What follows belongs to an exercise in optimizing a design on an open flow for small area, a short achievable clock period and few clock cycles per item; a production flow would make more cautious choices.
Function was checked by simulation only, so behaviour that the tests miss may differ from the original.

Setup of JK:
==> flow/design.v (excerpt) <==
module pipelined_prime_sieve #(
	parameter int VALUE_BITS = 16,
	parameter int NUM_STAGES = 64
) (
	input  logic                  clk,
	input  logic                  arst_n,
	input  logic                  in_valid,
	output logic                  in_ready,
	input  logic [VALUE_BITS-1:0] in_candidate,
	output logic                  out_valid,
	input  logic                  out_ready,
	output logic [VALUE_BITS-1:0] out_prime_value,
	output logic                  out_table_full
);
For scale: about 6500 cells after synthesis, about 1900 flip-flops, roughly 79000 µm² of cells after synthesis.
make LEC_CHECK=0 CAP_MARGIN=20 CORE_MARGIN=2 CORE_UTILIZATION=50 PLACE_DENSITY=0.7 SLEW_MARGIN=20 finish   # period 4.0 ns
run.sh (not shown) runs the stock make flow with config.mk's settings and CLKGATE_MAP_FILE= SYNTH_SCRIPT=/design/flow/synth_recipe.tcl, a recipe that flattens the netlist after the stock synthesis.
Testbench counts of JK, summed over its fixed seeds: cycles 22,337, items 6,467.
What MS does differently from JK at the input level:
# JK
export LEC_CHECK = 0
export CAP_MARGIN = 20
export CORE_MARGIN = 2
export CORE_UTILIZATION = 50
export PLACE_DENSITY = 0.7
export SLEW_MARGIN = 20
create_clock -name core_clock -period 4.0 [get_ports {clk}]
# MS
export LEC_CHECK = 0
export CAP_MARGIN = 20
export CORE_MARGIN = 2
export CORE_UTILIZATION = 45
export PLACE_DENSITY = 0.6
export SETUP_SLACK_MARGIN = 0.3
export SLEW_MARGIN = 20
create_clock -name core_clock -period 4.0 [get_ports {clk}]
JK vs MS, cell at the slowest stage of the critical path: sky130_fd_sc_hd__fa_2 vs sky130_fd_sc_hd__edfxtp_1. Diff JK -> MS | number of global-route vias before repair | down slightly. Relative to JK, sum of met3 wire segment lengths after detailed routing has decreased by about 12% in MS. Relative to JK, the number of clock-tree buffers in the layout measured on MS has decreased slightly. MS vs JK — routed wire length climbed by a few percent.


Another version of the RTL of pipelined_prime_sieve (not shown whole).
Size in the first run: about 8,400 cells after synthesis, roughly 1,900 flip-flops, roughly 39 I/O pins, ~80,000 sq um of cells after synthesis.
// pipelined_prime_sieve
module pipelined_prime_sieve #(
	parameter int VALUE_BITS = 16,
	parameter int NUM_STAGES = 64
) (
	input  logic                  clk,
	input  logic                  arst_n,
	input  logic                  in_valid,
	output logic                  in_ready,
	input  logic [VALUE_BITS-1:0] in_candidate,
	output logic                  out_valid,
	input  logic                  out_ready,
	output logic [VALUE_BITS-1:0] out_prime_value,
	output logic                  out_table_full
);
	localparam int W   = VALUE_BITS;
	localparam int P   = 8;                     
	localparam int G   = NUM_STAGES / P - 1;    
	localparam int R   = 3;                     
	localparam int CW  = $clog2(NUM_STAGES + 1);
	localparam int GW  = $clog2(G);
	localparam int NW  = 3;                     
	localparam int LW  = $clog2(P);
	localparam int SW  = $clog2(W);
	localparam int BW  = $clog2(W + 1);
	localparam int KW  = BW + 2;
	localparam int TB  = (G + 1) / 2;           
	localparam int TC  = 2;                     
	function automatic logic [SW-1:0] ctz(input logic [W-1:0] c);
		ctz = '0;
		for (int i = W - 1; i >= 0; i--)
			if (c[i]) ctz = SW'(i);
	endfunction
	function automatic logic [BW-1:0] bitlen(input logic [W-1:0] c);
		bitlen = '0;
		for (int i = 0; i < W; i++)
			if (c[i]) bitlen = BW'(i + 1);
	endfunction
	function automatic logic [KW-1:0] sizekey(input logic [W-1:0] c);
		logic [BW-1:0] bl;
		logic [W+1:0]  x;
		bl = bitlen(c);
		x  = {c, 2'b00} >> (bl - 1'b1);
		sizekey = {bl, x[1:0]};
	endfunction
	function automatic logic [NW-1:0] iters(input logic [KW-1:0] kc, input logic [KW-1:0] kd);
		logic [BW+1:0] k;
		k = (BW+2)'(kc[KW-1:2]) + (BW+2)'(W) + (BW+2)'(kc[1:0] >= kd[1:0]) - (BW+2)'(kd[KW-1:2]);
		iters = NW'((1 << NW) - 1);
		for (int n = (1 << NW) - 2; n >= 1; n--)
			if (k <= (BW+2)'(n * R + W))
				iters = NW'(n);
  ...
Settings: LEC_CHECK=0, ABC_AREA=1, CAP_MARGIN=20, CORE_MARGIN=2, CORE_UTILIZATION=45, PLACE_DENSITY=0.6, SETUP_SLACK_MARGIN=0.5, SLEW_MARGIN=20; clock period 4.0 ns.
Testbench counts at the start, summed over its fixed seeds: cycles 21,346, items 6,467.
==> next run, changes <==
Settings changed: SETUP_SLACK_MARGIN 0.5 to 0.3.
Outcome:
- die area stays the same
- area after synthesis stays the same
- critical path depth grows by 1
- clock skew grows by 0.032 ns
- clock-buffer cell count came out lower by 9
- setup slack gains 0.041 ns


== v1 ==
pipelined_prime_sieve again, from the RTL that the note above started with.
Design pipelined_prime_sieve, start of the top module:
module pipelined_prime_sieve #(
	parameter int VALUE_BITS = 16,
	parameter int NUM_STAGES = 64
) (
	input  logic                  clk,
	input  logic                  arst_n,
	input  logic                  in_valid,
	output logic                  in_ready,
	input  logic [VALUE_BITS-1:0] in_candidate,
	output logic                  out_valid,
	input  logic                  out_ready,
	output logic [VALUE_BITS-1:0] out_prime_value,
	output logic                  out_table_full
);
	localparam int W   = VALUE_BITS;
	localparam int P   = 8;                     
	localparam int G   = NUM_STAGES / P - 1;    
	localparam int R   = 3;                     
	localparam int CW  = $clog2(NUM_STAGES + 1);
	localparam int GW  = $clog2(G);
	localparam int NW  = 3;                     
	localparam int LW  = $clog2(P);
	localparam int SW  = $clog2(W);
	localparam int BW  = $clog2(W + 1);
	localparam int KW  = BW + 2;
	localparam int TB  = (G + 1) / 2;           
	localparam int TC  = 2;                     
	function automatic logic [SW-1:0] ctz(input logic [W-1:0] c);
		ctz = '0;
		for (int i = W - 1; i >= 0; i--)
			if (c[i]) ctz = SW'(i);
	endfunction
	function automatic logic [BW-1:0] bitlen(input logic [W-1:0] c);
		bitlen = '0;
		for (int i = 0; i < W; i++)
			if (c[i]) bitlen = BW'(i + 1);
	endfunction
	function automatic logic [KW-1:0] sizekey(input logic [W-1:0] c);
		logic [BW-1:0] bl;
		logic [W+1:0]  x;
		bl = bitlen(c);
  ...
clock: 4.0 ns
lec_check: 0
cap_margin: 20
core_margin: 2
core_utilization: 45
place_density: 0.6
setup_slack_margin: 0.3
slew_margin: 20
Testbench counts of v1, summed over its fixed seeds: cycles 21,346, items 6,467.
#### Input delta (v8 over v1)
--- a/flow/config.mk
+++ b/flow/config.mk
@@ -11,3 +11,2 @@
 export PLACE_DENSITY = 0.6
-export SETUP_SLACK_MARGIN = 0.3
 export SLEW_MARGIN = 20
Notes after the runs:
Summary — global-route usage, v8 relative to v1: higher, by 0.18 points. Reported for v8 and v1, adder-cell share of the synthesized area turned out identical to the last digit. v1 → v8: iteration count of the initial detailed-routing pass dropped 2; global-route wire length before repair saw an increase; sum of routed wire length over all layers increased by about 0.53% relative to the old numbers. v8: all stages complete, timing, DRC and antenna checks passed. Global-route met2 utilization of v8 is on par with v1.

==> re-timing with driven ports <==
In the flow no input, the clock included, has a driving cell. The finished layouts below were timed again as built, in two steps.
Step 1, drivers: a clkbuf_16 drives clk and a buf_2 each remaining input, both assumed.
Step 2, shift: input delay + t, output delay - t, t = (earliest + latest rising clock arrival at the registers) / 2. This alone moves slack from input paths to output paths.
a / b / c = ideal ports / drivers / drivers and shift; a / b = the first two.
run	t (ns)	setup slack, ns	worst hold slack (ns)	clock arrival spread, ns
JK	0.883	0.166 / 0.166 / 0.166	0.302 / 0.302 / 0.302	0.050 / 0.050
MS	0.913	0.241 / 0.241 / 0.209	0.303 / 0.303 / 0.303	0.041 / 0.041
the first run of note 2	0.913	0.303 / 0.303 / 0.269	0.290 / 0.290 / 0.290	0.061 / 0.062
the second run of note 2	0.894	0.345 / 0.345 / 0.246	0.279 / 0.279 / 0.279	0.092 / 0.092
v1	0.922	0.111 / 0.111 / 0.111	0.296 / 0.296 / 0.296	0.068 / 0.068
v8	0.896	0.143 / 0.143 / 0.084	0.310 / 0.296 / 0.310	0.056 / 0.056
After both steps every run listed still meets setup and hold. For the second run of note 2, which loses most, drivers alone change the setup slack by 0.000 ns; drivers and shift together by -0.099 ns.
